What follows belongs to an exercise in optimizing a design on an open flow for small area; a production flow would make more cautious choices.
The RTL was checked by simulation tests, not by an equivalence proof against the original design.
Power and IR drop assume default switching activity.

==> design.v <==
package beep_pkg;
    typedef logic [3:0] digit_t;
    typedef logic [2:0] digit_idx_t;
    function automatic logic audible(input digit_t d);
        audible = d != 4'h0 && d <= 4'ha;
    endfunction
    function automatic logic [3:0] morse_code(input digit_t d);
        if (!audible(d))
            morse_code = 4'h0;
        else if (d >= 4'h6)
            morse_code = {1'b1, 3'(d - 4'h5)};
        else
            morse_code = {1'b0, d[2:0]};
    endfunction
endpackage
`timescale 1ns/1ps
module key_edge (
    input  logic                 clk,
    input  logic                 rst,
    input  logic                 enable,
    input  logic                 encode_key,
    input  logic [7:0]           digit_key,
    output logic                 press,       
    output logic                 enc_press,   
    output beep_pkg::digit_idx_t sel_idx      
);
    logic       enc_dly;
    logic [7:0] dig_dly;
    logic [7:0] dig_edge;
    assign enc_press = encode_key & ~enc_dly;
    assign dig_edge  = digit_key & ~dig_dly;
    assign press     = enc_press | (|dig_edge);
    always_comb begin
        sel_idx = '0;
        for (int i = 7; i >= 0; i--) begin
            if (dig_edge[i])
                sel_idx = beep_pkg::digit_idx_t'(i);
        end
    end
    always_ff @(posedge clk or posedge rst) begin
        if (rst) begin
            enc_dly <= 1'b0;
            dig_dly <= '0;
        end else if (!enable) begin
            enc_dly <= 1'b0;
            dig_dly <= '0;
        end else begin
            enc_dly <= encode_key;
            dig_dly <= digit_key;
        end
    end
endmodule
`timescale 1ns/1ps
module digit_encoder (
    input  logic                 clk,
    input  logic                 rst,
    input  logic                 enable,
    input  logic                 press,
    input  logic                 enc_press,
    input  beep_pkg::digit_idx_t sel_idx,
    input  logic [31:0]          shown,
    output logic                 load,
    output logic                 load_all,
    output logic [31:0]          wq,
    output logic                 any_q,
    output beep_pkg::digit_idx_t low_q
);
    logic                 act;    
    logic                 all;    
    beep_pkg::digit_idx_t ptr;    
    beep_pkg::digit_t     digit;
    logic                 aud;
    logic                 last;
    assign digit = shown[{ptr, 2'b00} +: 4];
    assign aud   = beep_pkg::audible(digit);
    assign last  = !all || ptr == beep_pkg::digit_idx_t'(8 - 1);
    always_ff @(posedge clk or posedge rst) begin
        if (rst) begin
            act  <= 1'b0;
            load <= 1'b0;
        end else if (!enable) begin
            act  <= 1'b0;
            load <= 1'b0;
        end else begin
            load <= act && last;
            act  <= press || (act && !last);
        end
    end
    always_ff @(posedge clk) begin
        if (press) begin
            all <= enc_press;
            ptr <= enc_press ? '0 : sel_idx;
        end else begin
            ptr <= ptr + 1'b1;
        end
        load_all <= all;
        wq       <= {wq[27:0], beep_pkg::morse_code(digit)};
        if (act) begin
            any_q <= (all && ptr != '0 && any_q) || aud;
            if (aud)
                low_q <= all ? ~ptr : '0;
        end
    end
endmodule
`timescale 1ns/1ps
module beat_sequencer (
    input  logic                 clk,
    input  logic                 rst,
    input  logic                 enable,
    input  logic                 load,
    input  logic                 load_all,
    input  logic [31:0]          wq,
    input  logic                 any_q,
    input  beep_pkg::digit_idx_t low_q,
    input  logic [2:0]           speed_choose,
    output logic                 tone_on,
    output logic                 playing
);
    logic        run;       
    logic [31:0] slots;
    logic [2:0]  cur;       
    logic [2:0]  low;       
    logic [2:0]  sym;       
    logic [1:0]  ph;        
    logic [5:0]  cnt;       
    logic        fast;
    logic        mid;
    logic [3:0]  code;
    logic        gap;
    logic        long_end;  
    logic        ph_end;
    logic        dig_end;
    logic        beat_end;
    assign code     = slots[{cur, 2'b00} +: 4];
    assign gap      = sym[2] && sym[0];
    assign long_end = gap ? !(code == 4'd2) : code[3] ^ (sym >= code[2:0]);
    assign ph_end   = long_end ? ph[1] : ph[0];
    assign dig_end  = beat_end && gap && ph_end;
    assign beat_end = &cnt[3:0] && (fast || (cnt[4] && (mid || cnt[5])));
    assign playing = run;
    assign tone_on = run && !gap && !ph_end;
    always_ff @(posedge clk or posedge rst) begin
        if (rst) begin
            run <= 1'b0;
        end else if (!enable) begin
            run <= 1'b0;
        end else if (load) begin
            run <= any_q;
        end else if (dig_end && cur == low) begin
            run <= 1'b0;
        end
    end
    always_ff @(posedge clk) begin
        if (load) begin
            slots <= wq;
            low   <= low_q;
            cur   <= load_all ? 3'd7 : 3'd0;
            sym   <= '0;
            ph    <= '0;
            cnt   <= '0;
            fast  <= speed_choose == 3'b001;
            mid   <= speed_choose == 3'b010;
        end else begin
            cnt <= cnt + 1'b1;
            if (dig_end || code[2:0] == '0)
                cur <= cur - 1'b1;
            if (beat_end) begin
                if (ph_end) begin
                    ph  <= '0;
                    sym <= dig_end ? '0 : sym + 1'b1;
                end else begin
                    ph <= ph + 1'b1;
                end
            end
        end
    end
endmodule
`timescale 1ns/1ps
module tone_gen (
    input  logic       clk,
    input  logic       rst,
    input  logic       enable,
    input  logic       tone_on,
    input  logic [7:0] freq_choose,
    output logic       beep
);
    logic [3:0] lim;     
    logic [3:0] phase;   
    logic       lim_ok;  
    logic       go;
    logic       wrap;
    always_comb begin
        lim_ok = 1'b1;
        case (freq_choose)
            8'b0000_0001: lim = 4'(9 - 1);
            8'b0000_0010: lim = 4'(8 - 1);
            8'b0000_0100: lim = 4'(7 - 1);
            8'b0000_1000: lim = 4'(6 - 1);
            8'b0001_0000: lim = 4'(5 - 1);
            8'b0010_0000: lim = 4'(4 - 1);
            8'b0100_0000: lim = 4'(3 - 1);
            8'b1000_0000: lim = 4'(2 - 1);
            default: begin
                lim    = 'x;
                lim_ok = 1'b0;
            end
        endcase
    end
    assign go   = tone_on && lim_ok;
    assign wrap = phase >= lim;
    always_ff @(posedge clk or posedge rst) begin
        if (rst) begin
            beep <= 1'b0;
        end else if (!enable) begin
            beep <= 1'b0;
        end else if (go) begin
            if (wrap)
                beep <= ~beep;
        end else begin
            beep <= 1'b0;
        end
    end
    always_ff @(posedge clk) begin
        if (go && !wrap)
            phase <= phase + 1'b1;
        else
            phase <= '0;
    end
endmodule
`timescale 1ns/1ps
module beep_top (
    input  logic        clk,
    input  logic        rst,
    input  logic        enable,
    input  logic [31:0] shown,
    input  logic        encode_key,
    input  logic [7:0]  digit_key,
    input  logic [7:0]  freq_choose,
    input  logic [2:0]  speed_choose,
    output logic        beep,
    output logic        playing
);
    logic                 press;
    logic                 enc_press;
    beep_pkg::digit_idx_t sel_idx;
    logic                 load;
    logic [31:0]          wq;
    logic                 load_all;
    logic                 any_q;
    beep_pkg::digit_idx_t low_q;
    logic                 tone_on;
    key_edge key_edge_i (
        .clk        (clk),
        .rst        (rst),
        .enable     (enable),
        .encode_key (encode_key),
        .digit_key  (digit_key),
        .press      (press),
        .enc_press  (enc_press),
        .sel_idx    (sel_idx)
    );
    digit_encoder digit_encoder_i (
        .clk       (clk),
        .rst       (rst),
        .enable    (enable),
        .press     (press),
        .enc_press (enc_press),
        .sel_idx   (sel_idx),
        .shown     (shown),
        .load      (load),
        .load_all  (load_all),
        .wq        (wq),
        .any_q     (any_q),
        .low_q     (low_q)
    );
    beat_sequencer beat_sequencer_i (
        .clk          (clk),
        .rst          (rst),
        .enable       (enable),
        .load         (load),
        .load_all     (load_all),
        .wq           (wq),
        .any_q        (any_q),
        .low_q        (low_q),
        .speed_choose (speed_choose),
        .tone_on      (tone_on),
        .playing      (playing)
    );
    tone_gen tone_gen_i (
        .clk         (clk),
        .rst         (rst),
        .enable      (enable),
        .tone_on     (tone_on),
        .freq_choose (freq_choose),
        .beep        (beep)
    );
endmodule
==> flow/run.sh <==
#!/bin/bash
# Layout flow: the standard flow with
#  - an area-oriented ABC script in synthesis (flip-flops unchanged),
#  - buf_1 port buffers,
#  - clock tree synthesis without dummy loads.
# Each step's full output goes to a log file in the work folder.
set -euo pipefail
export FLOW_WORK_DIR=$PWD
export FLOW_FLOW_DIR=$PWD/flow
bash standard.sh synth SYNTH_SCRIPT=$FLOW_FLOW_DIR/synth_area.tcl > synth.log 2>&1
bash standard.sh finish SYNTH_SCRIPT=$FLOW_FLOW_DIR/synth_area.tcl \
  "BUFFER_PORTS_ARGS=-buffer_cell sky130_fd_sc_hd__buf_1" \
  "CTS_ARGS=-sink_clustering_enable -repair_clock_nets -dont_use_dummy_load -buf_list sky130_fd_sc_hd__clkbuf_8" \
  > layout.log 2>&1
==> flow/area.script <==
strash
&get -n
&fraig -x
&put
scorr
dc2
strash
&get -n
&dch -f
&nf -R 1000
&put
==> flow/synth_area.tcl <==
# The standard flow's synthesis (synth_recipe.tcl in the work folder) with one change: ABC maps the
# combinational logic with an area-oriented script (flow/area.script) and no delay target.
# The flip-flops are mapped before ABC runs, so they are the standard synthesis's.
proc abc {args} {
  set out {}
  set skip 0
  foreach a $args {
    if {$skip} { set skip 0; continue }
    if {$a eq "-script" || $a eq "-D"} { set skip 1; continue }
    lappend out $a
  }
  yosys abc -script $::env(FLOW_FLOW_DIR)/area.script {*}$out
}
source $::env(FLOW_WORK_DIR)/synth_recipe.tcl
==> standard.sh <==
#!/bin/bash
# synth_recipe.tcl (not shown) runs the flow's synth.tcl, then flattens the netlist and writes it again
# the make line also repeats each setting of config.mk as NAME=value (left out here)
make -C /OpenROAD-flow-scripts/flow DESIGN_CONFIG=/design/flow/config.mk WORK_HOME=/design/flow/orfs CLKGATE_MAP_FILE= SYNTH_SCRIPT=/design/flow/synth_recipe.tcl "${@:-finish}"
==> config.mk <==
export PLATFORM = sky130hd
export DESIGN_NAME = beep_top
export DESIGN_NICKNAME = beep_top
export VERILOG_FILES = /design/flow/design.v
export SDC_FILE = /design/flow/constraint.sdc
export NUM_CORES = 4
export LEC_CHECK = 0
export CAP_MARGIN = 20
export CORE_MARGIN = 2
export CORE_UTILIZATION = 70
export CTS_BUF_LIST = sky130_fd_sc_hd__clkbuf_4
export SLEW_MARGIN = 20
==> constraint.sdc <==
create_clock -name core_clock -period 10.0 [get_ports {clk}]
set_input_delay 2.0000 -clock core_clock [delete_from_list [all_inputs] [get_ports {clk}]]
set_output_delay 2.0000 -clock core_clock [all_outputs]
set_load 0.01 [all_outputs]
==> metrics.yaml, run 1 <==
timing.critical_path.required_ps: 10180
pwr-share-comb: 0.179
grt_pass1_wl_um: 10430
hold_depth: 0
swShare: 0.2638
rows: 28
reg2reg_from: "beat_sequencer_i.cur[0]$_DFFE_PP_"
synthMostInstantiatedCell: "dfxtp_1"
cts_buffers: 9
min_period_over_period: 0.4213
die_area_um2: 6769
fmax_mhz: 237.3
worst_pin_slew_ps: 1067
cp.arrival_ps: 4390
grt_usage: 0.2101
dr.first_iter.drc_count: 136
maxSlewHeadroom: 0.2884
synthArstFlopShare: 0.1193
r2r_end: "beat_sequencer_i.run$_DFFE_PP0P_"
wire_per_inst_um: 14.76
layout_setup_ws_ps: 5787
status: "complete, no violations"
grt_max_degree: 56
final_util: 0.7969
nNetsFinal: 455
synth_flop_cell: "dfxtp_1"
holdPathEnd: "digit_encoder_i.wq[18]$_DFF_P_"
grt_pass1_vias: 2414
cts_resized: 0
ys_seq_area_frac: 0.6289
path_clk_slew_ps: 110
remaining_drc_errors: 0
final.setup.tns_ps: 0
ys_seq_elements: 109
yosysWarnings: 4
num_vias: 2613
fin_area_um2: 4718
post-cts-setup-buffers: 0
gr-total-overflow: 0
rsz0062_at_grt: "false"
avgSynthCellArea_um2: 13.53
synth_common_cells: "dfxtp_1, edfxtp_1, nor2_1"
power_mw: 1.003
antenna_cells: 0
drv_cap: 0
finalCriticalPeriod_ps: 4213
synthToLayoutAreaGrowth_pct: 10.01
post-place-ws_ps: 5593
hold_path.class: "flop to flop"
synth_cell_types: 38
syn_area_um2: 4289
core_um2: 5921
fin_skew_ps: 38.13
power_switching_mw: 0.2647
r2r_slack_ps: 5790
p_leak_nw: 1.774
peakVddDrop_uv: 222.3
die_x_um: 82.28
synth_top_area_frac: 0.3151
io_pins: 57
post_drt_via_cell_ratio: 5.718
clk_latency_ps: 370
hold_buffers: 0
finalHoldViolCount: 0
wirelength_um: 6744
cts_buffer_depth: 2
pwr-share-seq: 0.620
drive_above_1_share: 0.06806
critPathKind: "flop to flop"
nFillCells: 352
critical_path.max_fanout: 11
place_congestion: 0.7820
antenna_found_initial: 0
die_h_um: 82.28
clock-sinks: 109
synth_top_cells_by_area: "edfxtp_1, dfxtp_1, mux4_2"
synth_top_area_cell: "edfxtp_1"
critPathLaunch: "beat_sequencer_i.cur[0]$_DFFE_PP_"
start_util: 0.7244
first_pass_iters: 4
ant_nets: 0
hpwl_um: 4776
cts_root_buffer: "clkbuf_8"
finalSetupViolCount: 0
cp-end-kind: "flop"
internal-power_mw: 0.7388
clockPowerShare: 0.201
ff2ff_path_depth: 15
p_per_area_nw_per_um2: 212.7
start_kind: "flop"
synth-edff-count: 45
io_buffers: 56
worstHoldStart: "digit_encoder_i.wq[14]$_DFF_P_"
syn_nets: 388
dpl_cell_area_um2: 4594
cts_tree: "built"
h-tree-depth: 3
synth_cells: 317
slew_viol_final: 0
registers in the layout, summed over array words and instances (netlist names), 2 cells and up:
signal,cells
beat_sequencer_i.low,3
digit_encoder_i.wq,32
beat_sequencer_i.slots,32
digit_encoder_i.ptr,3
beat_sequencer_i.sym,3
beat_sequencer_i.ph,2
key_edge_i.dig_dly,8
tone_gen_i.phase,4
beat_sequencer_i.cnt,6
digit_encoder_i.low_q,3
beat_sequencer_i.cur,3
stage by stage:
step | hold slack [ps] | cells
2_1_floorplan | 326.5 | 317
3_3_place_gp | 328.2 | 448
3_5_place_dp | 333.1 | 448
4_1_cts | 342.6 | 457
5_1_grt | 344.9 | 457
6_report | 343.8 | 457
kinds of logic after synthesis:
group           synth area share
fa+ha+maj                0.04667
buf+inv                  0.01225
mux                       0.1004
flops                     0.6289
simple gates              0.1307
compound gates           0.06068
xor+xnor                 0.02042
power groups by stage:
stage	sequential (mW)	combinational, mW	clock (mW)
4_1_cts	0.624	0.180	0.204
2_1_floorplan	0.608	0.142	0
6_report	0.622	0.179	0.202
3_5_place_dp	0.633	0.179	0
5_1_grt	0.633	0.204	0.219
3_3_place_gp	0.625	0.172	0
final cells by class:
type / instances / area (µm²) / share of cell area
sequential: 109 / 2699 / 0.5720
multi-input combinational: 194 / 1539 / 0.3262
inverter: 14 / 52.55 / 0.01114
timing repair buffer: 56 / 210.2 / 0.04455
clock buffer: 9 / 123.9 / 0.02625
tap: 75 / 93.84 / 0.01989
worst max-delay path, cell delays in order, from the launching register on:
cell and delay (ps):
edfxtp_1 770, mux4_2 580, mux2i_1 300, ha_1 300
a21oi_1 140, nor2b_1 60, o21ai_0 190, xor2_1 190
a31oi_1 80, nand2b_1 170, a21boi_0 160, nor2b_1 330
and2_0 280, nand2_1 80, nor4_1 330, o31ai_1 120
worst max path at each step:
stage	endpoint	cells after the start
final	beat_sequencer_i.run$_DFFE_PP0P_	15
after global routing	beat_sequencer_i.run$_DFFE_PP0P_	15
after CTS	beat_sequencer_i.run$_DFFE_PP0P_	15
after detailed placement	tone_gen_i.beep$_DFFE_PP0P_	11
after global placement	tone_gen_i.beep$_DFFE_PP0P_	11
after floorplan	tone_gen_i.beep$_DFFE_PP0P_	10
layout by cell type, fill, tap and decap left out, types with 6 or more instances in the layout:
| master | n |
|---|---|
| buf_1 | 56 |
| dfxtp_1 | 51 |
| edfxtp_1 | 45 |
| nor2_1 | 21 |
| nand2_1 | 16 |
| mux4_2 | 16 |
| ha_1 | 16 |
| clkinv_1 | 14 |
| nor2b_1 | 13 |
| dfrtp_1 | 12 |
| a21oi_1 | 11 |
| and2_0 | 11 |
| nand2b_1 | 9 |
| o21ai_0 | 9 |
| clkbuf_8 | 9 |
| and3_1 | 8 |
| mux2i_1 | 7 |
| nor3_1 | 6 |
| nand3_1 | 6 |
layer usage:
layer / global-route usage / up-vias / part of all wire / wire (µm)
met5: 0 / - / 0 / 0
met4: 0.03500 / 0 / 0.0028 / 19
met1: 0.2569 / 1229 / 0.44 / 2976
li1: - / 1300 / - / -
met3: 0.06630 / 5 / 0.054 / 362
met2: 0.3726 / 79 / 0.50 / 3386
==> inputs of run 2 (changes only) <==
--- a/design.v
+++ b/design.v
@@ -25,9 +25,10 @@
     output beep_pkg::digit_idx_t sel_idx      
 );
+    logic       fresh;
     logic       enc_dly;
     logic [7:0] dig_dly;
     logic [7:0] dig_edge;
-    assign enc_press = encode_key & ~enc_dly;
-    assign dig_edge  = digit_key & ~dig_dly;
+    assign enc_press = encode_key & (~enc_dly | fresh);
+    assign dig_edge  = digit_key & (~dig_dly | {8{fresh}});
     assign press     = enc_press | (|dig_edge);
     always_comb begin
@@ -39,14 +40,12 @@
     end
     always_ff @(posedge clk or posedge rst) begin
-        if (rst) begin
-            enc_dly <= 1'b0;
-            dig_dly <= '0;
-        end else if (!enable) begin
-            enc_dly <= 1'b0;
-            dig_dly <= '0;
-        end else begin
-            enc_dly <= encode_key;
-            dig_dly <= digit_key;
-        end
+        if (rst)
+            fresh <= 1'b1;
+        else
+            fresh <= !enable;
+    end
+    always_ff @(posedge clk) begin
+        enc_dly <= encode_key;
+        dig_dly <= digit_key;
     end
 endmodule
@@ -62,7 +61,7 @@
     output logic                 load,
     output logic                 load_all,
-    output logic [31:0]          wq,
-    output logic                 any_q,
-    output beep_pkg::digit_idx_t low_q
+    output beep_pkg::digit_t     wtop,
+    output beep_pkg::digit_t     wlow,
+    output logic                 any_q
 );
     logic                 act;    
@@ -72,6 +71,9 @@
     logic                 aud;
     logic                 last;
+    logic [31:0]          wq;
     assign digit = shown[{ptr, 2'b00} +: 4];
     assign aud   = beep_pkg::audible(digit);
+    assign wtop  = wq[31:28];
+    assign wlow  = wq[3:0];
     assign last  = !all || ptr == beep_pkg::digit_idx_t'(8 - 1);
     always_ff @(posedge clk or posedge rst) begin
@@ -96,9 +98,6 @@
         load_all <= all;
         wq       <= {wq[27:0], beep_pkg::morse_code(digit)};
-        if (act) begin
+        if (act)
             any_q <= (all && ptr != '0 && any_q) || aud;
-            if (aud)
-                low_q <= all ? ~ptr : '0;
-        end
     end
 endmodule
@@ -110,7 +109,7 @@
     input  logic                 load,
     input  logic                 load_all,
-    input  logic [31:0]          wq,
+    input  beep_pkg::digit_t     wtop,
+    input  beep_pkg::digit_t     wlow,
     input  logic                 any_q,
-    input  beep_pkg::digit_idx_t low_q,
     input  logic [2:0]           speed_choose,
     output logic                 tone_on,
@@ -119,6 +118,6 @@
     logic        run;       
     logic [31:0] slots;
-    logic [2:0]  cur;       
-    logic [2:0]  low;       
+    logic        fill;      
+    logic        all;       
     logic [2:0]  sym;       
     logic [1:0]  ph;        
@@ -127,4 +126,5 @@
     logic        mid;
     logic [3:0]  code;
+    logic [3:0]  in;
     logic        gap;
     logic        long_end;  
@@ -132,5 +132,7 @@
     logic        dig_end;
     logic        beat_end;
-    assign code     = slots[{cur, 2'b00} +: 4];
+    logic        more;      
+    assign code     = slots[31:28];
+    assign more     = slots[27:0] != '0;
     assign gap      = sym[2] && sym[0];
     assign long_end = gap ? !(code == 4'd2) : code[3] ^ (sym >= code[2:0]);
@@ -138,4 +140,12 @@
     assign dig_end  = beat_end && gap && ph_end;
     assign beat_end = &cnt[3:0] && (fast || (cnt[4] && (mid || cnt[5])));
+    always_comb begin
+        if (load)
+            in = load_all ? wtop : wlow;
+        else if (fill && all)
+            in = wtop;
+        else
+            in = '0;
+    end
     assign playing = run;
     assign tone_on = run && !gap && !ph_end;
@@ -147,22 +157,23 @@
         end else if (load) begin
             run <= any_q;
-        end else if (dig_end && cur == low) begin
+        end else if (dig_end && !more) begin
             run <= 1'b0;
         end
     end
     always_ff @(posedge clk) begin
+        if (load || fill || code[2:0] == '0 || dig_end)
+            slots <= {slots[27:0], in};
         if (load) begin
-            slots <= wq;
-            low   <= low_q;
-            cur   <= load_all ? 3'd7 : 3'd0;
-            sym   <= '0;
-            ph    <= '0;
-            cnt   <= '0;
-            fast  <= speed_choose == 3'b001;
-            mid   <= speed_choose == 3'b010;
+            fill <= 1'b1;
+            all  <= load_all;
+            sym  <= '0;
+            ph   <= '0;
+            cnt  <= '0;
+            fast <= speed_choose == 3'b001;
+            mid  <= speed_choose == 3'b010;
         end else begin
+            if (cnt[2:0] == 3'd6)
+                fill <= 1'b0;
             cnt <= cnt + 1'b1;
-            if (dig_end || code[2:0] == '0)
-                cur <= cur - 1'b1;
             if (beat_end) begin
                 if (ph_end) begin
@@ -185,28 +196,28 @@
     output logic       beep
 );
-    logic [3:0] lim;     
-    logic [3:0] phase;   
-    logic       lim_ok;  
+    logic [7:0] ph_t;    
     logic       go;
     logic       wrap;
+    logic [3:0] any2, many2;
+    logic [1:0] any4, many4;
+    logic       onehot;
     always_comb begin
-        lim_ok = 1'b1;
-        case (freq_choose)
-            8'b0000_0001: lim = 4'(9 - 1);
-            8'b0000_0010: lim = 4'(8 - 1);
-            8'b0000_0100: lim = 4'(7 - 1);
-            8'b0000_1000: lim = 4'(6 - 1);
-            8'b0001_0000: lim = 4'(5 - 1);
-            8'b0010_0000: lim = 4'(4 - 1);
-            8'b0100_0000: lim = 4'(3 - 1);
-            8'b1000_0000: lim = 4'(2 - 1);
-            default: begin
-                lim    = 'x;
-                lim_ok = 1'b0;
-            end
-        endcase
+        for (int j = 0; j < 4; j++) begin
+            any2[j]  = freq_choose[2*j] | freq_choose[2*j+1];
+            many2[j] = freq_choose[2*j] & freq_choose[2*j+1];
+        end
+        for (int j = 0; j < 2; j++) begin
+            any4[j]  = any2[2*j] | any2[2*j+1];
+            many4[j] = many2[2*j] | many2[2*j+1] | (any2[2*j] & any2[2*j+1]);
+        end
+        onehot = (any4[0] | any4[1]) & !(many4[0] | many4[1] | (any4[0] & any4[1]));
+    end
+    assign go = tone_on && onehot;
+    always_comb begin
+        wrap = 1'b0;
+        for (int i = 0; i < 8; i++)
+            if (freq_choose[i] && ph_t[7 - i])
+                wrap = 1'b1;
     end
-    assign go   = tone_on && lim_ok;
-    assign wrap = phase >= lim;
     always_ff @(posedge clk or posedge rst) begin
         if (rst) begin
@@ -223,7 +234,7 @@
     always_ff @(posedge clk) begin
         if (go && !wrap)
-            phase <= phase + 1'b1;
+            ph_t <= {ph_t[6:0], 1'b1};
         else
-            phase <= '0;
+            ph_t <= '0;
     end
 endmodule
@@ -245,8 +256,8 @@
     beep_pkg::digit_idx_t sel_idx;
     logic                 load;
-    logic [31:0]          wq;
+    beep_pkg::digit_t     wtop;
     logic                 load_all;
     logic                 any_q;
-    beep_pkg::digit_idx_t low_q;
+    beep_pkg::digit_t     wlow;
     logic                 tone_on;
     key_edge key_edge_i (
@@ -270,7 +281,7 @@
         .load      (load),
         .load_all  (load_all),
-        .wq        (wq),
-        .any_q     (any_q),
-        .low_q     (low_q)
+        .wtop      (wtop),
+        .wlow      (wlow),
+        .any_q     (any_q)
     );
     beat_sequencer beat_sequencer_i (
@@ -280,7 +291,7 @@
         .load         (load),
         .load_all     (load_all),
-        .wq           (wq),
+        .wtop         (wtop),
         .any_q        (any_q),
-        .low_q        (low_q),
+        .wlow         (wlow),
         .speed_choose (speed_choose),
         .tone_on      (tone_on),
==> run 2 against run 1 <==
Critical endpoint is now digit_encoder_i.any_q$_DFFE_PP_. Sequential share of layout area up 3.1 points. Via count down 6.0%. Fmax up 13%. Sequential cell count down 2. Count of clock-buffer cells in the layout unchanged. Global-route usage up 2.2 points.
==> metrics.yaml, run 2 <==
rsz0062_at_grt: "false"  # unchanged
syn_nets: 357  # was 388
critPathKind: "primary input to flop"  # was flop to flop
grt_usage: 0.2320  # was 0.2101
grt_max_degree: 33  # was 56
hold_path.class: "flop to flop"  # unchanged
synth_common_cells: "dfxtp_1, edfxtp_1, clkinv_1, nand2_1, nor2_1"  # was dfxtp_1, edfxtp_1, nor2_1
cts_resized: 0  # unchanged
clk_latency_ps: 370  # about the same
synth_top_area_cell: "dfxtp_1"  # was edfxtp_1
core_um2: 5172  # was 5921 µm²
cts_buffers: 9  # unchanged
finalSetupViolCount: 0  # unchanged
remaining_drc_errors: 0  # unchanged
cts_tree: "built"  # unchanged
die_x_um: 77.51  # was 82.28 µm
start_kind: "primary input"  # was flop
synth_flop_cell: "dfxtp_1"  # unchanged
h-tree-depth: 3  # unchanged
synthMostInstantiatedCell: "dfxtp_1"  # unchanged
cp-end-kind: "flop"  # unchanged
hold_slack_ps: 323.2  # was 343.8 ps
stdcell_count: 427  # was 457
slew_viol_final: 0  # unchanged
post_drt_via_cell_ratio: 5.752  # was 5.718
fin_skew_ps: 48.49  # was 38.13 ps
ant_nets: 0  # unchanged
final.setup.tns_ps: 0  # unchanged
synth_cells: 291  # was 317
antenna_found_initial: 0  # unchanged
ys_seq_area_frac: 0.6712  # was 0.6289
grt_pass1_vias: 2457  # was 2414
fin_area_um2: 4212  # was 4718 µm²
path_clk_slew_ps: 90  # was 110 ps
rows: 26  # was 28
dpl_cell_area_um2: 4088  # was 4594 µm²
die_h_um: 77.51  # was 82.28 µm
wire_per_inst_um: 15.24  # was 14.76 µm
critical_path.max_fanout: 5  # was 11
post-cts-setup-buffers: 0  # unchanged
p_leak_nw: 1.609  # was 1.774 nW
synth_top_cells_by_area: "dfxtp_1, edfxtp_1, mux4_2"  # was edfxtp_1, dfxtp_1, mux4_2
worst_pin_slew_ps: 604.9  # was 1067 ps
finalCriticalPeriod_ps: 3728  # was 4213 ps
drive_above_1_share: 0.05322  # was 0.06806
hold_buffers: 0  # unchanged
power_mw: 1.015  # was 1.003 mW
p_per_area_nw_per_um2: 240.9  # was 212.7 nW/µm²
min_period_over_period: 0.3728  # was 0.4213
avgSynthCellArea_um2: 13.00  # was 13.53 µm²
first_pass_iters: 4  # unchanged
drv_cap: 0  # unchanged
dr.first_iter.drc_count: 148  # was 136
synth-edff-count: 37  # was 45
fmax_mhz: 268.2  # was 237.3 MHz
synth_cell_types: 39  # was 38
syn_area_um2: 3782  # was 4289 µm²
maxSlewHeadroom: 0.5962  # was 0.2884
final_common_cell: "dfxtp_1"  # was buf_1
antenna_cells: 0  # unchanged
synthArstFlopShare: 0.04673  # was 0.1193
cts_root_buffer: "clkbuf_8"  # unchanged
yosysWarnings: 4  # unchanged
dp.cells: 418  # was 448
clock-sinks: 107  # was 109
io_pins: 57  # unchanged
num_vias: 2456  # was 2613
io_buffers: 56  # unchanged
timing.critical_path.required_ps: 10060  # was 10180 ps
start_util: 0.7313  # was 0.7244
layout_common_cells: "dfxtp_1, buf_1, edfxtp_1, clkinv_1, nand2_1"  # was buf_1, dfxtp_1, edfxtp_1, nor2_1
grt_pass1_wl_um: 10690  # was 10430 µm
hpwl_um: 4568  # was 4776 µm
status: "complete, no violations"  # unchanged
ys_seq_elements: 107  # was 109
largestRegisters: "beat_sequencer_i.slots x32, digit_encoder_i.wq x32"  # was beat_sequencer_i.slots x32, digit_encoder_i.wq x32, key_edge_i.dig_dly x8
gr-total-overflow: 0  # unchanged
cts_buffer_depth: 2  # unchanged
cp.arrival_ps: 3790  # was 4390 ps
die_area_um2: 6007  # was 6769 µm²
finalHoldViolCount: 0  # unchanged
wirelength_um: 6507  # was 6744 µm
nNetsFinal: 425  # was 455
synthToLayoutAreaGrowth_pct: 11.35  # was 10.01%
peakVddDrop_uv: 220.5  # was 222.3 µV
place_congestion: 0.8067  # was 0.7820
synth_top_area_frac: 0.3440  # was 0.3151
[run 2: metal layers]
layer | GRT usage | wire length, µm | up-vias
li1 | - | - | 1194
met1 | 0.2752 | 2751 | 1183
met2 | 0.4148 | 3406 | 69
met3 | 0.05465 | 284 | 10
met4 | 0.08036 | 64 | 0
met5 | 0 | 0 | -
[run 2: logic make-up after synthesis]
family,count (synthesis),share of synthesized area
xor gates and xnor gates,5,0.01158
AOI/OAI and AO/OA,48,0.08303
buffers and inverters,21,0.02084
adders and majority gates,11,0.03639
muxes,13,0.06087
and+or+nand+nor,86,0.1161
DFF,107,0.6712
[run 2: metrics by stage]
| stage | setup WS, ps | utilization |
|---|---|---|
| 2_1_floorplan | 6339 | - |
| 3_5_place_dp | 6037 | 0.7903 |
| 3_3_place_gp | 6171 | 0.7903 |
| 5_1_grt | 6143 | 0.8142 |
| 4_1_cts | 6277 | 0.8142 |
| 6_report | 6272 | 0.8142 |
[run 2: final cells by class]
type,count,area [µm²]
Timing Repair Buffer,57,217.7
Fill cell,285,960.9
Inverter,21,78.83
Clock buffer,9,123.9
Tap cell,70,87.58
Sequential cell,107,2539
Multi-Input combinational cell,163,1165
[run 2: power by group]
| group | switching (mW) | internal [mW] | total [mW] | leakage [nW] |
|---|---|---|---|---|
| clock | 0.120 | 0.0811 | 0.201 | 0.0647 |
| combinational | 0.0757 | 0.0582 | 0.134 | 0.554 |
| sequential | 0.0700 | 0.610 | 0.680 | 0.990 |
[run 2: final timing paths]
kind | from | to | slack, ps | cells past startpoint
max | shown[0] | digit_encoder_i.any_q$_DFFE_PP_ | 6270 | 7
min | digit_encoder_i.wq[1]$_SDFF_PN0_ | digit_encoder_i.wq[5]$_DFF_P_ | 320 | 0
max reg2reg | beat_sequencer_i.sym[0]$_SDFFE_PP0P_ | beat_sequencer_i.slots[6]$_DFFE_PP_ | 6700 | 15
min reg2reg | digit_encoder_i.wq[1]$_SDFF_PN0_ | digit_encoder_i.wq[5]$_DFF_P_ | 320 | 0
max in group asynchronous | rst | key_edge_i.fresh$_DFF_PP1_ | 8310 | 2
min in group asynchronous | rst | tone_gen_i.beep$_DFFE_PP0P_ | 1480 | 2
[run 2: worst max-delay path, cell delays in order]
cell and delay, ps:
buf_1 110, mux4_2 490, mux2i_1 390, ha_1 290, nand2_1 70, a21oi_1 360
nand2_1 80
==> inputs of run 3 (changes only) <==
--- a/design.v
+++ b/design.v
@@ -122,4 +122,5 @@
     logic [2:0]  sym;       
     logic [1:0]  ph;        
+    logic [7:0]  sym_ge;    
     logic [5:0]  cnt;       
     logic        fast;
@@ -135,6 +136,7 @@
     assign code     = slots[31:28];
     assign more     = slots[27:0] != '0;
-    assign gap      = sym[2] && sym[0];
-    assign long_end = gap ? !(code == 4'd2) : code[3] ^ (sym >= code[2:0]);
+    assign sym_ge   = {2'b00, sym[2] & !sym[1], sym[2] & !sym[0], sym[2], sym[1] | sym[2], sym[0] | sym[2], 1'b1};
+    assign gap      = sym_ge[5];
+    assign long_end = gap ? !(code == 4'd2) : code[3] ^ sym_ge[code[2:0]];
     assign ph_end   = long_end ? ph[1] : ph[0];
     assign dig_end  = beat_end && gap && ph_end;
@@ -179,7 +181,7 @@
                 if (ph_end) begin
                     ph  <= '0;
-                    sym <= dig_end ? '0 : sym + 1'b1;
+                    sym <= dig_end ? '0 : {sym[1:0], !sym[2]};
                 end else begin
-                    ph <= ph + 1'b1;
+                    ph <= {ph[0], 1'b1};
                 end
             end
@@ -196,5 +198,6 @@
     output logic       beep
 );
-    logic [7:0] ph_t;    
+    logic [4:0] jc;      
+    logic [8:0] ge;      
     logic       go;
     logic       wrap;
@@ -215,7 +218,12 @@
     assign go = tone_on && onehot;
     always_comb begin
+        ge[0] = 1'b1;
+        for (int k = 1; k <= 5; k++)
+            ge[k] = jc[k-1] | jc[4];
+        for (int k = 6; k <= 8; k++)
+            ge[k] = !jc[k-6] & jc[4];
         wrap = 1'b0;
         for (int i = 0; i < 8; i++)
-            if (freq_choose[i] && ph_t[7 - i])
+            if (freq_choose[i] && ge[8 - i])
                 wrap = 1'b1;
     end
@@ -234,7 +242,7 @@
     always_ff @(posedge clk) begin
         if (go && !wrap)
-            ph_t <= {ph_t[6:0], 1'b1};
+            jc <= {jc[3:0], !jc[4]};
         else
-            ph_t <= '0;
+            jc <= '0;
     end
 endmodule
==> run 3 against run 2 <==
Still clean on timing, DRC and antenna. Critical path depth did not move. Worst setup slack improved by 6.5 ps. Worst hold slack got worse by 22 ps. Clock power fell by 2%. Critical path type unchanged. Largest cell class unchanged. Largest power group unchanged. Highest routed layer unchanged.
==> metrics.yaml, run 3 <==
core_um2: 5075  # was 5172 µm²
cts_resized: 0  # unchanged
clock-sinks: 104  # was 107
die_x_um: 76.32  # was 77.51 µm
wire_per_inst_um: 14.87  # was 15.24 µm
antenna_cells: 0  # unchanged
clk_latency_ps: 370  # about the same
die_h_um: 76.32  # was 77.51 µm
synth_cell_types: 40  # was 39
first_pass_iters: 4  # unchanged
reg2reg_from: "digit_encoder_i.ptr[0]$_DFF_P_"  # was beat_sequencer_i.sym[0]$_SDFFE_PP0P_
wirelength_um: 6290  # was 6507 µm
place_congestion: 0.8053  # was 0.8067
rsz0062_at_grt: "false"  # unchanged
critPathLaunch: "shown[0]"  # unchanged
die_area_um2: 5825  # was 6007 µm²
critPathKind: "primary input to flop"  # unchanged
finalHoldViolCount: 0  # unchanged
worstHoldStart: "digit_encoder_i.wq[17]$_DFF_P_"  # was digit_encoder_i.wq[1]$_SDFF_PN0_
synth_common_cells: "dfxtp_1, edfxtp_1, clkinv_1"  # was dfxtp_1, edfxtp_1, clkinv_1, nand2_1, nor2_1
crit_chain: "buf_1, mux4_2, mux2i_1, ha_1, nand2_1, a21oi_1, nand2_1"  # unchanged
remaining_drc_errors: 0  # unchanged
final.setup.tns_ps: 0  # unchanged
slew_viol_final: 0  # unchanged
post-place-ws_ps: 5954  # was 6037 ps
power_switching_mw: 0.2696  # was 0.2658 mW
drv_cap: 0  # unchanged
layout_common_cells: "dfxtp_1, buf_1, edfxtp_1, clkinv_1, nor2_1"  # was dfxtp_1, buf_1, edfxtp_1, clkinv_1, nand2_1
pwr-share-seq: 0.672  # was 0.670
status: "complete, no violations"  # unchanged
yosysWarnings: 4  # unchanged
pwr-share-comb: 0.134  # was 0.132
maxSlewHeadroom: 0.5960  # was 0.5962
synthArstFlopShare: 0.04808  # was 0.04673
timing.critical_path.required_ps: 10080  # was 10060 ps
drive_above_1_share: 0.05666  # was 0.05322
cts_buffers: 9  # unchanged
avgSynthCellArea_um2: 12.76  # was 13.00 µm²
syn_nets: 349  # was 357
nNetsFinal: 417  # was 425
finalSetupViolCount: 0  # unchanged
synth_flop_cell: "dfxtp_1"  # unchanged
grt_max_degree: 33  # unchanged
peakVddDrop_uv: 229.3  # was 220.5 µV
rows: 26  # unchanged
hold_path.class: "flop to flop"  # unchanged
h-tree-depth: 3  # unchanged
internal-power_mw: 0.7375  # was 0.7488 mW
antenna_found_initial: 0  # unchanged
hpwl_um: 4690  # was 4568 µm
cts_root_buffer: "clkbuf_8"  # unchanged
syn_area_um2: 3661  # was 3782 µm²
synthToLayoutAreaGrowth_pct: 11.93  # was 11.35%
grt_usage: 0.2326  # was 0.2320
p_leak_nw: 1.514  # was 1.609 nW
synthMostInstantiatedCell: "dfxtp_1"  # unchanged
post_drt_via_cell_ratio: 5.764  # was 5.752
grt_pass1_wl_um: 10450  # was 10690 µm
crit_slowest_cell: "mux4_2"  # unchanged
clockPowerShare: 0.195  # was 0.198
ant_nets: 0  # unchanged
ys_seq_elements: 104  # was 107
cpMostUsedCell: "nand2_1"  # unchanged
post-cts-setup-buffers: 0  # unchanged
cp-end-kind: "flop"  # unchanged
start_kind: "primary input"  # unchanged
path_clk_slew_ps: 100  # was 90 ps
critical_path.max_fanout: 5  # unchanged
dr.first_iter.drc_count: 92  # was 148
hold_buffers: 0  # unchanged
worst_pin_slew_ps: 605.2  # was 604.9 ps
synth_top_area_frac: 0.3390  # was 0.3440
finalCriticalPeriod_ps: 3722  # was 3728 ps
min_period_over_period: 0.3722  # was 0.3728
fin_skew_ps: 35.84  # was 48.49 ps
power_mw: 1.007  # was 1.015 mW
largestRegisters: "beat_sequencer_i.slots x32, digit_encoder_i.wq x32, key_edge_i.dig_dly x8"  # was beat_sequencer_i.slots x32, digit_encoder_i.wq x32
synth_top_cells_by_area: "dfxtp_1, edfxtp_1, mux4_2"  # unchanged
cts_buffer_depth: 2  # unchanged
ys_seq_area_frac: 0.6770  # was 0.6712
start_util: 0.7214  # was 0.7313
swShare: 0.2677  # was 0.2620
io_buffers: 56  # unchanged
final_common_cell: "dfxtp_1"  # unchanged
cts_tree: "built"  # unchanged
synth_cells: 287  # was 291
synth_top_area_cell: "dfxtp_1"  # unchanged
io_pins: 57  # unchanged
synth-edff-count: 37  # unchanged
critical_path.max_stage_delay_ps: 470  # was 490 ps
p_per_area_nw_per_um2: 245.8  # was 240.9 nW/µm²
num_vias: 2438  # was 2456
grt_pass1_vias: 2408  # was 2457
gr-total-overflow: 0  # unchanged
layout_setup_ws_ps: 6278  # was 6272 ps
cp.arrival_ps: 3800  # was 3790 ps
fmax_mhz: 268.7  # was 268.2 MHz
run 3: cell count changes in the layout (fill, tap and decap cells not counted), moves of 3 or more:
| cell | change |
|---|---|
| nor2_1 | +4 |
| o21ai_0 | +6 |
| ha_1 | -4 |
| and2_0 | -5 |
| dfxtp_1 | -3 |
| a222oi_1 | -3 |
run 3: path summary, 6_finish.rpt:
kind                                                    to  slack (ps)  depth (start not counted)
setup / recovery           digit_encoder_i.any_q$_DFFE_PP_        6280                          7
hold / removal              digit_encoder_i.wq[21]$_DFF_P_         300                          0
setup reg to reg           digit_encoder_i.any_q$_DFFE_PP_        7160                          6
hold reg to reg             digit_encoder_i.wq[21]$_DFF_P_         300                          0
max in group asynchronous       key_edge_i.fresh$_DFF_PP1_        8280                          2
min in group asynchronous   digit_encoder_i.load$_DFF_PP0_        1500                          2
run 3: logic make-up (layout without fill, tap and decap cells):
group / Yosys count / after routing / synth area share
XOR/XNOR: 2 / 2 / 0.004786
AND/OR/NAND/NOR: 79 / 79 / 0.1056
flip-flops: 104 / 104 / 0.6770
adder cells (fa/ha/maj): 7 / 7 / 0.02392
buffers and inverters: 23 / 89 / 0.02358
AO/OA/AOI/OAI: 60 / 60 / 0.1049
multiplexers: 12 / 12 / 0.06015
run 3: power groups by stage:
stage                     registers [mW]  clock network, mW  logic [mW]
after CTS                          0.677              0.199       0.133
after detailed placement           0.685                  0       0.133
after global placement             0.675                  0       0.122
final                              0.676              0.196       0.135
after floorplan                    0.662                  0      0.0950
after global routing               0.690              0.214       0.150
run 3: stage by stage:
stage / hold WS [ps] / utilization / std cells / instance area [µm²]
finish: 301.1 / 0.8074 / 423 / 4098
global route: 323.5 / 0.8074 / 423 / 4098
CTS: 313.3 / 0.8074 / 423 / 4098
detailed placement: 312.8 / 0.7830 / 414 / 3974
global placement: 311.7 / 0.7830 / 414 / 3974
floorplan: 309.6 / - / 287 / 3661
run 3: metal layers:
metal / share of wire / global-route usage / wire [µm]
met1: 0.40 / 0.2517 / 2512
met2: 0.53 / 0.4327 / 3352
met5: 0 / 0 / 0
met3: 0.055 / 0.06872 / 344
met4: 0.013 / 0.07818 / 81
run 3: cell type report:
class	count	area, µm²
multi-input cells	160	1104
clock buffers	9	123.9
repair buffers	57	217.7
flip-flops and latches	104	2479
inverters	23	86.33
well taps	70	87.58
fillers	312	977.2
run 3: worst max-delay path: cells and delay by family:
family / cells / cell delay, ps
AO/OA/AOI/OAI: 1 / 380
buffers and inverters: 1 / 80
multiplexers: 2 / 890
AND/OR/NAND/NOR: 2 / 140
adder cells (fa/ha/maj): 1 / 290
==> inputs of run 4 (changes only) <==
--- a/design.v
+++ b/design.v
@@ -117,5 +117,8 @@
 );
     logic        run;       
-    logic [31:0] slots;
+    logic [31:0] ring;
+    logic [3:0]  cur;       
+    logic        seek;      
+    logic        more;      
     logic        fill;      
     logic        all;       
@@ -126,6 +129,6 @@
     logic        fast;
     logic        mid;
-    logic [3:0]  code;
-    logic [3:0]  in;
+    logic [3:0]  cand;      
+    logic        take;      
     logic        gap;
     logic        long_end;  
@@ -133,10 +136,7 @@
     logic        dig_end;
     logic        beat_end;
-    logic        more;      
-    assign code     = slots[31:28];
-    assign more     = slots[27:0] != '0;
     assign sym_ge   = {2'b00, sym[2] & !sym[1], sym[2] & !sym[0], sym[2], sym[1] | sym[2], sym[0] | sym[2], 1'b1};
     assign gap      = sym_ge[5];
-    assign long_end = gap ? !(code == 4'd2) : code[3] ^ sym_ge[code[2:0]];
+    assign long_end = gap ? !(cur == 4'd2) : cur[3] ^ sym_ge[cur[2:0]];
     assign ph_end   = long_end ? ph[1] : ph[0];
     assign dig_end  = beat_end && gap && ph_end;
@@ -144,10 +144,11 @@
     always_comb begin
         if (load)
-            in = load_all ? wtop : wlow;
-        else if (fill && all)
-            in = wtop;
+            cand = load_all ? wtop : wlow;
+        else if (fill)
+            cand = all ? wtop : 4'h0;
         else
-            in = '0;
+            cand = ring[31:28];
     end
+    assign take = (load || seek || dig_end) && cand != 4'h0;
     assign playing = run;
     assign tone_on = run && !gap && !ph_end;
@@ -164,6 +165,12 @@
     end
     always_ff @(posedge clk) begin
-        if (load || fill || code[2:0] == '0 || dig_end)
-            slots <= {slots[27:0], in};
+        ring <= {ring[27:0], take ? 4'h0 : cand};
+        seek <= (load || seek || dig_end) && !take;
+        if (take)
+            more <= 1'b0;
+        else if (cand != 4'h0)
+            more <= 1'b1;
+        if (take)
+            cur <= cand;
         if (load) begin
             fill <= 1'b1;
==> run 4 against run 3 <==
Critical path depth up 2. Register-to-register slack lost 520 ps. Still clean on timing, DRC and antenna. Clock power up 2%. Critical path type unchanged. Non-clock buffer count is 1 lower. Highest routed layer unchanged.
==> metrics.yaml, run 4 <==
status: "complete, no violations"  # unchanged
final_util: 0.7992  # was 0.8074
wire_per_inst_um: 13.47  # was 14.87 µm
cts_tree: "built"  # unchanged
syn_nets: 368  # was 349
path_clk_slew_ps: 110  # was 100 ps
nNetsFinal: 435  # was 417
synth_common_cells: "dfxtp_1, clkinv_1, nor2_1"  # was dfxtp_1, edfxtp_1, clkinv_1
clk_latency_ps: 370  # about the same
ant_nets: 0  # unchanged
drv_cap: 0  # unchanged
synthArstFlopShare: 0.04545  # was 0.04808
die_area_um2: 5706  # was 5825 µm²
power_switching_mw: 0.2231  # was 0.2696 mW
core_um2: 5010  # was 5075 µm²
final_common_cell: "dfxtp_1"  # unchanged
synth_flop_cell: "dfxtp_1"  # unchanged
grt_pass1_vias: 2198  # was 2408
ys_seq_elements: 110  # was 104
syn_area_um2: 3582  # was 3661 µm²
maxSlewHeadroom: 0.4518  # was 0.5960
clockPowerShare: 0.220  # was 0.195
finalHoldViolCount: 0  # unchanged
r2r_slack_ps: 6640  # was 7160 ps
gr-total-overflow: 0  # unchanged
grt_usage: 0.2270  # was 0.2326
synth_cells: 306  # was 287
yosys-mux-area-fraction: 0.06706  # was 0.06015
io_pins: 57  # unchanged
synth_fa_ha_area_frac: 0.02445  # was 0.02392
clock-sinks: 110  # was 104
cp.arrival_ps: 3830  # was 3800 ps
cp-end-kind: "flop"  # unchanged
cts_buffer_depth: 2  # unchanged
layout_setup_ws_ps: 6370  # was 6278 ps
worst_pin_slew_ps: 822.3  # was 605.2 ps
dpl_cell_area_um2: 3880  # was 3974 µm²
cts_root_buffer: "clkbuf_8"  # unchanged
fmax_mhz: 275.5  # was 268.7 MHz
synthMostInstantiatedCell: "dfxtp_1"  # unchanged
layout_common_cells: "dfxtp_1, buf_1, clkinv_1, nor2_1, nand2_1"  # was dfxtp_1, buf_1, edfxtp_1, clkinv_1, nor2_1
fin_skew_ps: 38.74  # was 35.84 ps
avgSynthCellArea_um2: 11.71  # was 12.76 µm²
h-tree-depth: 3  # unchanged
dp.cells: 432  # was 414
pwr-share-comb: 0.117  # was 0.134
antenna_found_initial: 0  # unchanged
remaining_drc_errors: 0  # unchanged
rsz0062_at_grt: "false"  # unchanged
post-place-ws_ps: 6041  # was 5954 ps
drive_above_1_share: 0.04852  # was 0.05666
synth_top_family_by_area: "simple AND/OR/NAND/NOR gates"  # unchanged
largestRegisters: "beat_sequencer_i.ring x32, digit_encoder_i.wq x32, key_edge_i.dig_dly x8"  # was beat_sequencer_i.slots x32, digit_encoder_i.wq x32, key_edge_i.dig_dly x8
place_congestion: 0.8652  # was 0.8053
nFillCells: 337  # was 312
pwr-share-seq: 0.663  # was 0.672
synth_top_area_cell: "dfxtp_1"  # unchanged
post-cts-setup-buffers: 0  # unchanged
antenna_cells: 0  # unchanged
wirelength_um: 5939  # was 6290 µm
critical_path.max_fanout: 5  # unchanged
hpwl_um: 4275  # was 4690 µm
start_kind: "primary input"  # unchanged
fin_area_um2: 4004  # was 4098 µm²
dr.first_iter.drc_count: 113  # was 92
swShare: 0.2458  # was 0.2677
final.setup.tns_ps: 0  # unchanged
min_period_over_period: 0.3630  # was 0.3722
rows: 26  # unchanged
grt_pass1_wl_um: 9453  # was 10450 µm
timing.critical_path.required_ps: 10200  # was 10080 ps
stdcell_count: 441  # was 423
grt_max_degree: 27  # was 33
synthToLayoutAreaGrowth_pct: 11.77  # was 11.93%
die_h_um: 75.54  # was 76.32 µm
num_vias: 2437  # was 2438
finalSetupViolCount: 0  # unchanged
hold_buffers: 0  # unchanged
power_mw: 0.9079  # was 1.007 mW
peakVddDrop_uv: 153.7  # was 229.3 µV
synth_cell_types: 38  # was 40
hold_slack_ps: 306.0  # was 301.1 ps
finalCriticalPeriod_ps: 3630  # was 3722 ps
synth_top_area_frac: 0.5365  # was 0.3390
internal-power_mw: 0.6848  # was 0.7375 mW
synth_xor_area_frac: 0.007335  # was 0.004785
yosysWarnings: 4  # unchanged
slew_viol_final: 0  # unchanged
start_util: 0.7150  # was 0.7214
yosys.area_share.simple: 0.1146  # was 0.1056
cts_resized: 0  # unchanged
io_buffers: 56  # unchanged
critPathKind: "primary input to flop"  # unchanged
synth-compound-area-share: 0.1111  # was 0.1049
first_pass_iters: 5  # was 4
synth-edff-count: 9  # was 37
die_x_um: 75.54  # was 76.32 µm
ys_seq_area_frac: 0.6472  # was 0.6770
p_leak_nw: 1.525  # was 1.514 nW
synth_top_cells_by_area: "dfxtp_1, edfxtp_1, mux4_2"  # unchanged
p_per_area_nw_per_um2: 226.8  # was 245.8 nW/µm²
hold_path.class: "flop to flop"  # unchanged
post_drt_via_cell_ratio: 5.526  # was 5.764
cts_buffers: 9  # unchanged
==> run 4: cell types whose count changed in the layout (fill, tap and decap cells not counted), moves of 3 or more <==
cell      delta
a211oi_1     +4
a22o_1       -4
and3_1       +4
clkinv_1     +4
nor4_1       -5
a311oi_1     +5
nand2b_1     +3
nor3_1       -4
edfxtp_1    -28
dfxtp_1     +34
==> run 4: kinds of logic (layout without fill, tap and decap cells) <==
logic type / after synthesis / count (layout)
compound gates: 63 / 63
xor+xnor: 3 / 3
fa+ha+maj: 7 / 7
buf+inv: 27 / 92
flops: 110 / 110
mux: 14 / 14
simple gates: 82 / 82
==> run 4: metal layers <==
metal / vias up / share of wire / wire length, µm / GRT usage
met5: - / 0 / 0 / 0
met4: 0 / 0.019 / 115 / 0.09942
met3: 10 / 0.047 / 280 / 0.06614
met2: 72 / 0.51 / 3000 / 0.3923
met1: 1147 / 0.43 / 2542 / 0.2626
li1: 1208 / - / - / -
==> run 4: power by group through the flow <==
stage               Clock, mW  Combinational, mW  Sequential (mW)
finish                  0.200              0.106            0.602
global placement            0             0.0969            0.607
floorplan                   0             0.0772            0.594
CTS                     0.204              0.106            0.603
global route            0.218              0.119            0.616
detailed placement          0              0.104            0.612
==> run 4: final timing paths <==
kind / from / to / depth (start not counted)
max: shown[21] / digit_encoder_i.wq[0]$_SDFF_PN0_ / 9
max reg2reg: beat_sequencer_i.sym[2]$_SDFFE_PP0P_ / beat_sequencer_i.cur[1]$_DFFE_PP_ / 9
min: beat_sequencer_i.ring[12]$_DFF_P_ / beat_sequencer_i.ring[16]$_DFF_P_ / 0
min in group asynchronous: rst / tone_gen_i.beep$_DFFE_PP0P_ / 2
max in group asynchronous: rst / key_edge_i.fresh$_DFF_PP1_ / 2
min reg2reg: beat_sequencer_i.ring[12]$_DFF_P_ / beat_sequencer_i.ring[16]$_DFF_P_ / 0
==> run 4: final cells by class <==
cell class,instances,area (µm²),area share
multi-input combinational,169,1162,0.2903
inverter,27,101.3,0.02531
clock buffer,9,123.9,0.03094
tap,70,87.58,0.02188
timing repair buffer,56,210.2,0.05250
sequential,110,2318,0.5791
==> run 4: critical path, cell delays in order <==
cell and delay [ps]:
buf_1 70, mux4_2 450, mux2i_1 300, clkinv_1 160, ha_1 230, nor2_1 110, o21a_1 240, xnor2_1 170
nor2_1 90
==> inputs of run 5 (changes only) <==
--- a/design.v
+++ b/design.v
@@ -60,5 +60,6 @@
     input  logic [31:0]          shown,
     output logic                 load,
-    output logic                 load_all,
+    output logic                 sampled,    
+    output logic                 all,        
     output beep_pkg::digit_t     wtop,
     output beep_pkg::digit_t     wlow,
@@ -66,5 +67,4 @@
 );
     logic                 act;    
-    logic                 all;    
     beep_pkg::digit_idx_t ptr;    
     beep_pkg::digit_t     digit;
@@ -77,4 +77,5 @@
     assign wlow  = wq[3:0];
     assign last  = !all || ptr == beep_pkg::digit_idx_t'(8 - 1);
+    assign sampled = act && last;
     always_ff @(posedge clk or posedge rst) begin
         if (rst) begin
@@ -85,5 +86,5 @@
             load <= 1'b0;
         end else begin
-            load <= act && last;
+            load <= sampled;
             act  <= press || (act && !last);
         end
@@ -96,5 +97,4 @@
             ptr <= ptr + 1'b1;
         end
-        load_all <= all;
         wq       <= {wq[27:0], beep_pkg::morse_code(digit)};
         if (act)
@@ -108,5 +108,6 @@
     input  logic                 enable,
     input  logic                 load,
-    input  logic                 load_all,
+    input  logic                 sampled,
+    input  logic                 sampled_all,
     input  beep_pkg::digit_t     wtop,
     input  beep_pkg::digit_t     wlow,
@@ -144,5 +145,5 @@
     always_comb begin
         if (load)
-            cand = load_all ? wtop : wlow;
+            cand = all ? wtop : wlow;
         else if (fill)
             cand = all ? wtop : 4'h0;
@@ -173,7 +174,8 @@
         if (take)
             cur <= cand;
+        if (sampled)
+            all <= sampled_all;
         if (load) begin
             fill <= 1'b1;
-            all  <= load_all;
             sym  <= '0;
             ph   <= '0;
@@ -272,5 +274,6 @@
     logic                 load;
     beep_pkg::digit_t     wtop;
-    logic                 load_all;
+    logic                 sampled;
+    logic                 all;
     logic                 any_q;
     beep_pkg::digit_t     wlow;
@@ -295,5 +298,6 @@
         .shown     (shown),
         .load      (load),
-        .load_all  (load_all),
+        .sampled   (sampled),
+        .all       (all),
         .wtop      (wtop),
         .wlow      (wlow),
@@ -305,5 +309,6 @@
         .enable       (enable),
         .load         (load),
-        .load_all     (load_all),
+        .sampled      (sampled),
+        .sampled_all  (all),
         .wtop         (wtop),
         .any_q        (any_q),
==> flow/area.script (replaced) <==
strash
&get -n
&fraig -x
&put
scorr
dc2
strash
&get -n
&dch -f
&nf -R 1000
&put
strash
&get -n
&dch -f
&nf -R 1000
&put
strash
&get -n
&dch -f
&nf -R 1000
&put
==> run 5 against run 4 <==
Still clean. Sequential share of layout area shrank 0.19 points. Area after synthesis down 0.49%. Cell area down 0.53%. Count of clock-buffer cells in the layout stayed put. Critical path depth up 2. Sequential power grew 3.5%. Register-to-register slack barely moved. Critical path type unchanged. Highest routed layer unchanged.
==> metrics.yaml, run 5 <==
status: "complete, no violations"  # unchanged
ant_nets: 0  # unchanged
start_kind: "primary input"  # unchanged
synth_xor_area_frac: 0.009828  # was 0.007335
die_area_um2: 5679  # was 5706 µm²
post_drt_via_cell_ratio: 5.570  # was 5.526
ys_seq_elements: 109  # was 110
cp-end-kind: "flop"  # unchanged
path_delay_family: "multiplexers"  # unchanged
yosys-mux-area-fraction: 0.06739  # was 0.06706
hold_buffers: 0  # unchanged
hold_slack_ps: 319.1  # was 306.0 ps
clock-sinks: 109  # was 110
grt_usage: 0.2602  # was 0.2270
antenna_cells: 0  # unchanged
syn_area_um2: 3565  # was 3582 µm²
synth_cell_types: 36  # was 38
critical_path.max_fanout: 5  # unchanged
layout_common_cells: "dfxtp_1, buf_1, o21ai_0, clkinv_1, nor2_1"  # was dfxtp_1, buf_1, clkinv_1, nor2_1, nand2_1
critical_path.max_stage_delay_ps: 450  # about the same
cp.arrival_ps: 4110  # was 3830 ps
p_leak_nw: 1.560  # was 1.525 nW
maxSlewHeadroom: 0.4736  # was 0.4518
h-tree-depth: 3  # unchanged
worstHoldStart: "beat_sequencer_i.ring[2]$_SDFF_PP0_"  # was beat_sequencer_i.ring[12]$_DFF_P_
remaining_drc_errors: 0  # unchanged
slew_viol_final: 0  # unchanged
hold_depth: 0  # unchanged
final_common_cell: "dfxtp_1"  # unchanged
cts_tree: "built"  # unchanged
drive_above_1_share: 0.04712  # was 0.04852
wirelength_um: 6568  # was 5939 µm
cts_root_buffer: "clkbuf_8"  # unchanged
synth_top_area_frac: 0.5335  # was 0.5365
finalSetupViolCount: 0  # unchanged
first_pass_iters: 4  # was 5
rsz0062_at_grt: "false"  # unchanged
cts_buffers: 9  # unchanged
grt_max_degree: 26  # was 27
syn_nets: 379  # was 368
synth_top_area_cell: "dfxtp_1"  # unchanged
finalCriticalPeriod_ps: 3807  # was 3630 ps
synth-edff-count: 9  # unchanged
r2r_slack_ps: 6650  # was 6640 ps
power_mw: 0.9487  # was 0.9079 mW
clk_latency_ps: 360  # was 370 ps
post-place-ws_ps: 5903  # was 6041 ps
fin_skew_ps: 24.96  # was 38.74 ps
timing.critical_path.required_ps: 10300  # was 10200 ps
ff2ff_path_depth: 10  # was 9
cp_num_buf_inv: 2  # unchanged
nNetsFinal: 446  # was 435
hpwl_um: 4928  # was 4275 µm
reg2reg_from: "beat_sequencer_i.sym[2]$_SDFFE_PP0P_"  # unchanged
synth_fa_ha_area_frac: 0.02457  # was 0.02445
drv_cap: 0  # unchanged
num_vias: 2501  # was 2437
synth_cells: 317  # was 306
avgSynthCellArea_um2: 11.25  # was 11.71 µm²
yosys.area_share.simple: 0.1236  # was 0.1146
dpl_cell_area_um2: 3859  # was 3880 µm²
finalHoldViolCount: 0  # unchanged
path_clk_slew_ps: 90  # was 110 ps
worst_pin_slew_ps: 789.5  # was 822.3 ps
grt_pass1_vias: 2500  # was 2198
largestRegisters: "beat_sequencer_i.ring x32, digit_encoder_i.wq x32, key_edge_i.dig_dly x8"  # unchanged
holdPathEnd: "beat_sequencer_i.ring[6]$_DFF_P_"  # was beat_sequencer_i.ring[16]$_DFF_P_
synth_flop_cell: "dfxtp_1"  # unchanged
wire_per_inst_um: 14.63  # was 13.47 µm
synthArstFlopShare: 0.04587  # was 0.04545
post-cts-setup-buffers: 0  # unchanged
antenna_found_initial: 0  # unchanged
ys_seq_area_frac: 0.6448  # was 0.6472
crit_slowest_cell: "mux4_2"  # unchanged
rows: 25  # was 26
core_um2: 4817  # was 5010 µm²
cpMostUsedCell: "nor2_1"  # unchanged
synth_top_family_by_area: "simple AND/OR/NAND/NOR gates"  # unchanged
yosysWarnings: 4  # unchanged
wl_met3_um: 274  # was 280 µm
synthToLayoutAreaGrowth_pct: 11.72  # was 11.77%
synth_common_cells: "dfxtp_1, o21ai_0, clkinv_1, nor2_1, nand2_1"  # was dfxtp_1, clkinv_1, nor2_1
r2r_end: "beat_sequencer_i.cur[2]$_DFFE_PP_"  # was beat_sequencer_i.cur[1]$_DFFE_PP_
p_per_area_nw_per_um2: 238.2  # was 226.8 nW/µm²
die_x_um: 75.36  # was 75.54 µm
hold_path.class: "flop to flop"  # unchanged
crit_chain: "buf_1, mux4_2, mux2i_1, clkinv_1, ha_1, nor2_1, o21a_1, nor2_1, o21ai_0, nand2_1, nor2_1"  # was buf_1, mux4_2, mux2i_1, clkinv_1, ha_1, nor2_1, o21a_1, xnor2_1, nor2_1
min_period_over_period: 0.3807  # was 0.3630
final.setup.tns_ps: 0  # unchanged
place_congestion: 0.8310  # was 0.8652
synth-compound-area-share: 0.1004  # was 0.1111
die_h_um: 75.36  # was 75.54 µm
grt_pass1_wl_um: 10650  # was 9453 µm
route.top_layer_used: "met4"  # unchanged
io_buffers: 56  # unchanged
critPathKind: "primary input to flop"  # unchanged
cts_buffer_depth: 2  # unchanged
wl_met1_um: 2500  # was 2542 µm
cts_resized: 0  # unchanged
fmax_mhz: 262.7  # was 275.5 MHz
dr.first_iter.drc_count: 95  # was 113
io_pins: 57  # unchanged
met2_wirelength_um: 3588  # was 3000 µm
start_util: 0.7400  # was 0.7150
peakVddDrop_uv: 128.5  # was 153.7 µV
gr-total-overflow: 0  # unchanged
layout_setup_ws_ps: 6193  # was 6370 ps
synthMostInstantiatedCell: "dfxtp_1"  # unchanged
synth_top_cells_by_area: "dfxtp_1, edfxtp_1, mux4_2"  # unchanged
fin_area_um2: 3983  # was 4004 µm²
[run 5: how the worst max path moves through the flow]
stage              start                               end  slack [ps]  cells after the start
4_1_cts        shown[25]  digit_encoder_i.wq[2]$_SDFF_PN0_        6270                     11
2_1_floorplan  shown[21]  digit_encoder_i.wq[2]$_SDFF_PN0_        6320                     10
5_1_grt        shown[21]  digit_encoder_i.wq[2]$_SDFF_PN0_        6090                     11
3_5_place_dp   shown[25]  digit_encoder_i.wq[2]$_SDFF_PN0_        5900                     11
3_3_place_gp   shown[21]  digit_encoder_i.wq[2]$_SDFF_PN0_        6160                     11
6_report       shown[25]  digit_encoder_i.wq[2]$_SDFF_PN0_        6190                     11
[run 5: area by class of cell]
class	count	area, µm²
Fill cell	301	834.6
Sequential cell	109	2298
Inverter	28	105.1
Multi-Input combinational cell	180	1161
Timing Repair Buffer	56	210.2
Clock buffer	9	123.9
Tap cell	67	83.83
[run 5: cell families (layout without fill, tap and decap cells)]
| family | count (synthesis) | in the layout |
|---|---|---|
| simple gates | 92 | 92 |
| xor+xnor | 4 | 4 |
| compound gates | 63 | 63 |
| fa+ha+maj | 7 | 7 |
| buf+inv | 28 | 93 |
| mux | 14 | 14 |
| flops | 109 | 109 |
[run 5: through the flow]
step | utilization | std cells
floorplan | - | 317
global placement | 0.8010 | 440
detailed placement | 0.8010 | 440
CTS | 0.8268 | 449
global route | 0.8268 | 449
finish | 0.8268 | 449
[run 5: power breakdown]
group	internal, mW	switching (mW)
clock network	0.0810	0.119
registers	0.568	0.0553
logic	0.0561	0.0692
[run 5: metal layers]
| layer | vias up | global-route usage |
|---|---|---|
| met5 | - | 0 |
| met3 | 21 | 0.07540 |
| li1 | 1225 | - |
| met1 | 1180 | 0.2509 |
| met4 | 0 | 0.1072 |
| met2 | 75 | 0.5082 |

what the ideal ports hide:
Ports are ideal in the flow. The routed layouts listed here were re-timed in OpenROAD.
Step 1 sets driving cells, clkbuf_16 on the clock port and buf_2 on the other inputs (assumed; they add their load-dependent delay and slew).
Step 2 moves the port delays by t, midway between the first and last clock arrival at a register: inputs arrive t later, outputs are due t later. That takes back most of the time a late clock gives input paths.
a / b / c = no drivers / after step 1 / after step 2; a / b = the first two.
run | t (ns) | setup WS [ns] | hold slack, ns | worst setup path at the end | worst data-port slew with drivers (ns)
run 1 | 0.374 | 5.787 / 5.787 / 5.580 | 0.344 / 0.344 / 0.344 | input to register | 0.04
run 2 | 0.370 | 6.272 / 6.274 / 5.904 | 0.323 / 0.323 / 0.323 | input to register | 0.04
run 3 | 0.373 | 6.278 / 6.285 / 5.912 | 0.301 / 0.301 / 0.301 | input to register | 0.03
run 4 | 0.382 | 6.370 / 6.377 / 5.996 | 0.306 / 0.306 / 0.306 | input to register | 0.03
run 5 | 0.373 | 6.193 / 6.196 / 5.823 | 0.319 / 0.319 / 0.319 | input to register | 0.04
After both steps setup and hold are still met in every run listed. For run 4, which loses most, drivers alone change the setup slack by +0.007 ns; drivers and shift together by -0.374 ns.
